Source: an optimization exercise on an open RTL-to-GDS flow (aim: a short achievable clock period). Production flows keep margins and buffers that such runs may drop.
Only simulation tests tie the RTL to the original design; equivalence was not proved.
The flow treats the clock pin as an ideal source, which a real chip does not have.
No activity file was given, so power comes from the tool's default toggle rates.

==> inputs of cedar <==
==> flow/design.v <==
`timescale 1ns/1ps
module rob_top (
    input  logic        alu_broadcast,
    input  logic        rst,
    input  logic        dispatch_valid,
    input  logic [6:0]  dispatch_opcode,
    input  logic [2:0]  dispatch_funct3,
    input  logic [4:0]  dispatch_rd,
    input  logic [31:0] dispatch_pc,
    input  logic        dispatch_predicted_taken,
    input  logic        alu_wb_valid,
    input  logic [3:0]  alu_wb_tag,
    input  logic [31:0] alu_wb_value,
    input  logic [31:0] alu_wb_addr,
    input  logic        lsb_wb_valid,
    input  logic [3:0]  lsb_wb_tag,
    input  logic [31:0] lsb_wb_value,
    input  logic [31:0] lsb_wb_addr,
    input  logic        store_done,
    output logic        reg_commit_valid,
    output logic [4:0]  reg_commit_rd,
    output logic [3:0]  reg_commit_tag,
    output logic [31:0] reg_commit_value,
    output logic        store_req_valid,
    output logic [1:0]  store_req_size,
    output logic [31:0] store_req_addr,
    output logic [31:0] store_req_data,
    output logic        credit_return,
    output logic        redirect,
    output logic [31:0] redirect_pc
);
    localparam int n = 16;
    localparam logic [6:0] opc_store  = 7'b0100011;
    localparam logic [6:0] opc_branch = 7'b1100011;
    logic [n-1:0] tail_oh;       
    logic [n-1:0] head_oh;       
    logic [3:0]   head_bin;      
    logic [3:0]   head_bin1;     
    logic         rt;            
    logic         fl;            
    logic         swait;         
    logic [n-1:0] ready;         
    logic [31:0]  t_value [n];
    logic [31:0]  t_addr  [n];
    logic [4:0]   t_aux   [n];
    logic [n-1:0] t_st, t_br;
    logic [31:0] h_value, h_addr;
    logic [4:0]  h_aux;
    logic        h_st, h_br;
    logic        rdy0, rdy1;
    always_comb begin
        h_value = 32'd0;
        h_addr  = 32'd0;
        h_aux   = 5'd0;
        h_st    = 1'b0;
        h_br    = 1'b0;
        rdy0    = 1'b0;
        rdy1    = 1'b0;
        for (int i = 0; i < n; i++) begin
            h_value = h_value | ({32{head_oh[i]}} & t_value[i]);
            h_addr  = h_addr  | ({32{head_oh[i]}} & t_addr[i]);
            h_aux   = h_aux   | ({5{head_oh[i]}} & t_aux[i]);
            h_st    = h_st    | (head_oh[i] & t_st[i]);
            h_br    = h_br    | (head_oh[i] & t_br[i]);
            rdy0    = rdy0    | (head_oh[i] & ready[i]);
            rdy1    = rdy1    | (head_oh[(i + n - 1) % n] & ready[i]);
        end
    end
    logic mispredict;
    assign mispredict = h_br && (h_value[0] != h_aux[0]);
    logic        d_st, d_br;
    logic [4:0]  d_aux;
    logic [31:0] d_pc4;
    always_comb begin
        d_st  = (dispatch_opcode == opc_store);
        d_br  = (dispatch_opcode == opc_branch);
        d_pc4 = dispatch_pc + 32'd4;
        if (d_st) begin
            d_aux = {3'd0, (dispatch_funct3[1:0] == 2'b00) ? 2'd0 :
                           (dispatch_funct3[1:0] == 2'b01) ? 2'd1 : 2'd2};
        end else if (d_br) begin
            d_aux = {4'd0, dispatch_predicted_taken};
        end else begin
            d_aux = dispatch_rd;
        end
    end
    logic         restart;       
    logic [3:0]   nb;            
    logic [n-1:0] nh_oh;         
    logic [n-1:0] dec_a, dec_l;  
    logic         eq_a, eq_l;    
    logic         idle_n;        
    logic         rt_n;
    assign restart = rst || fl;
    always_comb begin
        if (restart) begin
            nb    = 4'd0;
            nh_oh = n'(1);
        end else if (rt) begin
            nb    = head_bin1;
            nh_oh = {head_oh[n-2:0], head_oh[n-1]};
        end else begin
            nb    = head_bin;
            nh_oh = head_oh;
        end
        for (int i = 0; i < n; i++) begin
            dec_a[i] = alu_wb_valid && (alu_wb_tag == 4'(i));
            dec_l[i] = lsb_wb_valid && (lsb_wb_tag == 4'(i));
        end
    end
    assign eq_a   = alu_wb_valid && (alu_wb_tag == nb);
    assign eq_l   = lsb_wb_valid && (lsb_wb_tag == nb);
    assign idle_n = swait ? store_done : !(rt && h_st);
    assign rt_n   = !restart && !(rt && mispredict) && idle_n &&
                    ((rt ? rdy1 : rdy0) || eq_a || eq_l);
    always_ff @(posedge alu_broadcast) begin
        head_oh   <= nh_oh;
        head_bin  <= nb;
        head_bin1 <= nb + 4'd1;
        if (restart) begin
            tail_oh <= n'(1);
        end else if (dispatch_valid) begin
            tail_oh <= {tail_oh[n-2:0], tail_oh[n-1]};
        end
        if (rst) begin
            rt               <= 1'b0;
            fl               <= 1'b0;
            swait            <= 1'b0;
            ready            <= '0;
            reg_commit_valid <= 1'b0;
            store_req_valid  <= 1'b0;
            credit_return    <= 1'b0;
            redirect         <= 1'b0;
        end else begin
            rt               <= rt_n;
            fl               <= rt && mispredict;
            swait            <= !idle_n;
            ready            <= fl ? '0 : ((ready & ~({n{rt}} & head_oh)) | dec_a | dec_l);
            reg_commit_valid <= rt && !h_st && !h_br;
            store_req_valid  <= !idle_n;
            credit_return    <= rt;
            redirect         <= rt && mispredict;
        end
        reg_commit_rd    <= h_aux;
        reg_commit_tag   <= head_bin;
        reg_commit_value <= h_value;
        redirect_pc      <= h_addr;
        if (!swait) begin
            store_req_size <= h_aux[1:0];
            store_req_addr <= h_addr;
            store_req_data <= h_value;
        end
    end
    for (genvar i = 0; i < n; i++) begin : g_slot
        always_ff @(posedge alu_broadcast) begin
            if (dispatch_valid && tail_oh[i]) begin
                t_st[i]    <= d_st;
                t_br[i]    <= d_br;
                t_aux[i]   <= d_aux;
                t_value[i] <= d_pc4;
            end
            if (dec_a[i]) begin
                t_value[i] <= alu_wb_value;
                t_addr[i]  <= alu_wb_value[0] ? alu_wb_addr : t_value[i];
            end else if (dec_l[i]) begin
                t_value[i] <= lsb_wb_value;
                t_addr[i]  <= lsb_wb_addr;
            end
        end
    end
endmodule
==> flow/run.sh <==
#!/bin/bash
# synth_recipe.tcl (not shown) runs the flow's synth.tcl, then flattens the netlist and writes it again
# the make line also repeats each setting of config.mk as NAME=value (left out here)
make -C /OpenROAD-flow-scripts/flow DESIGN_CONFIG=/design/flow/config.mk WORK_HOME=/design/flow/orfs CLKGATE_MAP_FILE= SYNTH_SCRIPT=/design/flow/synth_recipe.tcl finish
==> flow/config.mk <==
export PLATFORM = sky130hd
export DESIGN_NAME = rob_top
export DESIGN_NICKNAME = rob_top
export VERILOG_FILES = /design/flow/design.v
export SDC_FILE = /design/flow/constraint.sdc
export NUM_CORES = 4
export LEC_CHECK = 0
export CAP_MARGIN = 20
export CORE_MARGIN = 2
export CORE_UTILIZATION = 40
export SLEW_MARGIN = 20
==> flow/constraint.sdc <==
create_clock -name core_clock -period 4.0 [get_ports {alu_broadcast}]
set_input_delay 0.8000 -clock core_clock [delete_from_list [all_inputs] [get_ports {alu_broadcast}]]
set_output_delay 0.8000 -clock core_clock [all_outputs]
set_load 0.01 [all_outputs]
==> delta (differences from cedar) <==
==> flow/design.v, changed modules only <==
module rob_top (
    input  logic        alu_broadcast,
    input  logic        rst,
    input  logic        dispatch_valid,
    input  logic [6:0]  dispatch_opcode,
    input  logic [2:0]  dispatch_funct3,
    input  logic [4:0]  dispatch_rd,
    input  logic [31:0] dispatch_pc,
    input  logic        dispatch_predicted_taken,
    input  logic        alu_wb_valid,
    input  logic [3:0]  alu_wb_tag,
    input  logic [31:0] alu_wb_value,
    input  logic [31:0] alu_wb_addr,
    input  logic        lsb_wb_valid,
    input  logic [3:0]  lsb_wb_tag,
    input  logic [31:0] lsb_wb_value,
    input  logic [31:0] lsb_wb_addr,
    input  logic        store_done,
    output logic        reg_commit_valid,
    output logic [4:0]  reg_commit_rd,
    output logic [3:0]  reg_commit_tag,
    output logic [31:0] reg_commit_value,
    output logic        store_req_valid,
    output logic [1:0]  store_req_size,
    output logic [31:0] store_req_addr,
    output logic [31:0] store_req_data,
    output logic        credit_return,
    output logic        redirect,
    output logic [31:0] redirect_pc
);
    localparam int n = 16;
    localparam logic [6:0] opc_store  = 7'b0100011;
    localparam logic [6:0] opc_branch = 7'b1100011;
    function automatic logic [n-1:0] rot(input logic [n-1:0] v, input int k);
        for (int i = 0; i < n; i++) rot[(i + k) % n] = v[i];
    endfunction
    logic [n-1:0] tail_oh;       
    logic [n-1:0] head_oh;       
    logic [3:0]   head_bin;      
    logic [3:0]   head_bin1;     
    logic [3:0]   head_bin2;     
    logic         rt;            
    logic         fl;            
    logic         swait;         
    logic [n-1:0] ready;         
    logic         rdy_h0, rdy_h1, st_h, br_h, mp_h;
    logic [31:0]  t_value [n];
    logic [31:0]  t_addr  [n];
    logic [4:0]   t_aux   [n];
    logic [n-1:0] t_st, t_br, t_mp;
    logic [1:0]   sq_size;
    logic [31:0]  sq_addr, sq_data;
    logic [n-1:0] h1_oh, h2_oh;
    logic [31:0]  h_value, h_addr;
    logic [4:0]   h_aux;
    logic         st0, st1, br0, br1, pt0, pt1, mp0, mp1, rdy2;
    assign h1_oh = rot(head_oh, 1);
    assign h2_oh = rot(head_oh, 2);
    always_comb begin
        h_value = 32'd0;
        h_addr  = 32'd0;
        h_aux   = 5'd0;
        for (int i = 0; i < n; i++) begin
            h_value = h_value | ({32{head_oh[i]}} & t_value[i]);
            h_addr  = h_addr  | ({32{head_oh[i]}} & t_addr[i]);
            h_aux   = h_aux   | ({5{head_oh[i]}} & t_aux[i]);
        end
        st0  = |(head_oh & t_st);
        st1  = |(h1_oh & t_st);
        br0  = |(head_oh & t_br);
        br1  = |(h1_oh & t_br);
        mp0  = |(head_oh & t_mp);
        mp1  = |(h1_oh & t_mp);
        rdy2 = |(h2_oh & ready);
        pt0  = 1'b0;
        pt1  = 1'b0;
        for (int i = 0; i < n; i++) begin
            pt0 = pt0 | (head_oh[i] & t_aux[i][0]);
            pt1 = pt1 | (h1_oh[i] & t_aux[i][0]);
        end
    end
    logic        d_st, d_br;
    logic [4:0]  d_aux;
    always_comb begin
        d_st = (dispatch_opcode == opc_store);
        d_br = (dispatch_opcode == opc_branch);
        if (d_st) begin
            d_aux = {3'd0, (dispatch_funct3[1:0] == 2'b00) ? 2'd0 :
                           (dispatch_funct3[1:0] == 2'b01) ? 2'd1 : 2'd2};
        end else if (d_br) begin
            d_aux = {4'd0, dispatch_predicted_taken};
        end else begin
            d_aux = dispatch_rd;
        end
    end
    logic         restart;       
    logic [3:0]   nb;            
    logic [n-1:0] nh_oh;         
    logic [n-1:0] dec_a, dec_l;  
    logic         ea0, ea1, ea2, el0, el1, el2;
    logic         ok0, ok1, ok2;
    logic         v0;            
    logic         idle_n;        
    logic         rt_n;
    assign restart = rst || fl;
    assign v0      = alu_wb_value[0];
    always_comb begin
        if (restart) begin
            nb    = 4'd0;
            nh_oh = n'(1);
        end else if (rt) begin
            nb    = head_bin1;
            nh_oh = h1_oh;
        end else begin
            nb    = head_bin;
            nh_oh = head_oh;
        end
        for (int i = 0; i < n; i++) begin
            dec_a[i] = alu_wb_valid && (alu_wb_tag == 4'(i));
            dec_l[i] = lsb_wb_valid && (lsb_wb_tag == 4'(i));
        end
    end
    assign ea0 = alu_wb_valid && (alu_wb_tag == head_bin);
    assign ea1 = alu_wb_valid && (alu_wb_tag == head_bin1);
    assign ea2 = alu_wb_valid && (alu_wb_tag == head_bin2);
    assign el0 = lsb_wb_valid && (lsb_wb_tag == head_bin);
    assign el1 = lsb_wb_valid && (lsb_wb_tag == head_bin1);
    assign el2 = lsb_wb_valid && (lsb_wb_tag == head_bin2);
    assign ok0 = rdy_h0 || ea0 || el0;
    assign ok1 = rdy_h1 || ea1 || el1;
    assign ok2 = rdy2   || ea2 || el2;
    assign idle_n = swait ? store_done : !(rt && st_h);
    assign rt_n   = !restart && !(rt && mp_h) && idle_n && (rt ? ok1 : ok0);
    always_ff @(posedge alu_broadcast) begin
        head_oh   <= nh_oh;
        head_bin  <= nb;
        head_bin1 <= nb + 4'd1;
        head_bin2 <= nb + 4'd2;
        if (restart) begin
            tail_oh <= n'(1);
        end else if (dispatch_valid) begin
            tail_oh <= rot(tail_oh, 1);
        end
        st_h <= rt ? st1 : st0;
        br_h <= rt ? br1 : br0;
        mp_h <= rt ? (ea1 ? (br1 && (v0 != pt1)) : mp1)
                   : (ea0 ? (br0 && (v0 != pt0)) : mp0);
        if (rst) begin
            rt               <= 1'b0;
            fl               <= 1'b0;
            swait            <= 1'b0;
            ready            <= '0;
            rdy_h0           <= 1'b0;
            rdy_h1           <= 1'b0;
            reg_commit_valid <= 1'b0;
            store_req_valid  <= 1'b0;
            credit_return    <= 1'b0;
            redirect         <= 1'b0;
        end else begin
            rt               <= rt_n;
            fl               <= rt && mp_h;
            swait            <= !idle_n;
            ready            <= fl ? '0 : ((ready & ~({n{rt}} & head_oh)) | dec_a | dec_l);
            rdy_h0           <= !fl && (rt ? ok1 : ok0);
            rdy_h1           <= !fl && (rt ? ok2 : ok1);
            reg_commit_valid <= rt && !st_h && !br_h;
            store_req_valid  <= !idle_n;
            credit_return    <= rt;
            redirect         <= rt && mp_h;
        end
        reg_commit_rd    <= h_aux;
        reg_commit_tag   <= head_bin;
        reg_commit_value <= h_value;
        redirect_pc      <= h_addr;
        if (!swait) begin
            sq_size <= h_aux[1:0];
            sq_addr <= h_addr;
            sq_data <= h_value;
        end
        store_req_size <= swait ? sq_size : h_aux[1:0];
        store_req_addr <= swait ? sq_addr : h_addr;
        store_req_data <= swait ? sq_data : h_value;
    end
    for (genvar i = 0; i < n; i++) begin : g_slot
        always_ff @(posedge alu_broadcast) begin
            if (dispatch_valid && tail_oh[i]) begin
                t_st[i]    <= d_st;
                t_br[i]    <= d_br;
                t_aux[i]   <= d_aux;
                t_value[i] <= dispatch_pc;
                t_mp[i]    <= 1'b0;
            end
            if (dec_a[i]) begin
                t_value[i] <= alu_wb_value;
                t_addr[i]  <= v0 ? alu_wb_addr : t_value[i] + 32'd4;
                t_mp[i]    <= t_br[i] && (v0 != t_aux[i][0]);
            end else if (dec_l[i]) begin
                t_value[i] <= lsb_wb_value;
                t_addr[i]  <= lsb_wb_addr;
            end
        end
    end
endmodule
==> flow/flow/run.sh (new file) <==
#!/bin/bash
set -euo pipefail
cd "$(dirname "$0")/.."
export POST_CTS_TCL="$PWD/flow/post_cts.tcl"
bash standard.sh finish > standard_flow.log 2>&1
==> flow/flow/post_cts.tcl (new file) <==
proc remove_clock_root {} {
  set block [ord::get_db_block]
  set pnet ""
  foreach bt [$block getBTerms] {
    if {[$bt getName] eq "alu_broadcast"} { set pnet [$bt getNet] }
  }
  if {$pnet eq ""} { puts "remove_clock_root: no clock port net"; return }
  set its [$pnet getITerms]
  if {[llength $its] != 1} { puts "remove_clock_root: port drives [llength $its] pins, left alone"; return }
  set root [[lindex $its 0] getInst]
  set onet ""
  foreach it [$root getITerms] {
    if {[$it isOutputSignal]} { set onet [$it getNet] }
  }
  if {$onet eq ""} { puts "remove_clock_root: root has no output net"; return }
  set loads {}
  foreach it [$onet getITerms] { if {[$it getInst] ne $root} { lappend loads $it } }
  if {[llength $loads] > 4 || [llength [$onet getBTerms]] > 0} {
    puts "remove_clock_root: root drives [llength $loads] pins, left alone"
    return
  }
  puts "remove_clock_root: removing [$root getName], port now drives [llength $loads] pins"
  foreach it $loads { $it disconnect; $it connect $pnet }
  odb::dbInst_destroy $root
  odb::dbNet_destroy $onet
}
remove_clock_root
==> flow/standard.sh (new file) <==
#!/bin/bash
# synth_recipe.tcl (not shown) runs the flow's synth.tcl, then flattens the netlist and writes it again
# the make line also repeats each setting of config.mk as NAME=value (left out here)
make -C /OpenROAD-flow-scripts/flow DESIGN_CONFIG=/design/flow/config.mk WORK_HOME=/design/flow/orfs CLKGATE_MAP_FILE= SYNTH_SCRIPT=/design/flow/synth_recipe.tcl "${@:-finish}"
--- a/flow/config.mk
+++ b/flow/config.mk
@@ -5,7 +5,12 @@
 export SDC_FILE = /design/flow/constraint.sdc
 export NUM_CORES = 4
 export LEC_CHECK = 0
+export ABC_CLOCK_PERIOD_IN_PS = 1500
 export CAP_MARGIN = 20
 export CORE_MARGIN = 2
-export CORE_UTILIZATION = 40
+export CORE_UTILIZATION = 45
+export CTS_CLUSTER_DIAMETER = 100
+export CTS_CLUSTER_SIZE = 25
+export SETUP_SLACK_MARGIN = 2.3
 export SLEW_MARGIN = 20
+export TNS_END_PERCENT = 100
removed: flow/run.sh
==> run summary <==
Status:
- The flow ran to the end and the layout has no timing, DRC or antenna violations.

Place:
- The placed wire-length estimate is 206000 um.
- At the placement stage, the worst setup path has a slack of 0.173 ns.

Route:
- The post-detailed-route wirelength per cell is 35.7 um.

Cells and area:
- In the final layout, flip-flops and latches occupy 38800 um2.
- The count of inserted antenna diode cells is 28.

Pwr:
- IR analysis of the VDD net gives a maximum drop of 0.510 mV.
-- figures above: cedar

==> run summary <==
Status:
- The run stopped with a tool error.
- The flow halted during 5_1_grt.
- The tool reported: "[ERROR GRT-0232] Routing congestion too high. Check the congestion heatmap in the GUI".

Global route:
- The met2 track utilization from global routing is 86.0%.

Synth:
- The number of flops mapped to enable cells by yosys is 1218.
- The synthesized netlist devotes 17.8% of its cell area to compound gates.

Place:
- Detailed placement finished with a half-perimeter wire length of 327000 um.
- The post-place setup slack is 0.195 ns.
-- figures above: delta

[separate check: timing with driven ports]
The flow's constraints put no driver on any port. The routed layout listed below was extracted and timed again, unchanged, in two steps. Step 1 assumes that a clkbuf_16 drives the clock port and a buf_2 every other input. Step 2 moves the port delays by t, midway between the first and last clock arrival at a register: inputs arrive t later, outputs are due t later. That takes back most of the time a late clock gives input paths. Three values: ideal, step 1, step 2; two values: the first two.
run: cedar
t, ns: 0.913
setup slack, ns: 1.102 / 1.155 / 0.242
latest minus earliest clock arrival (ns): 0.058 / 0.058
After both steps setup and hold are still met in cedar. For cedar, drivers alone change the setup slack by +0.053 ns; drivers and shift together by -0.860 ns.
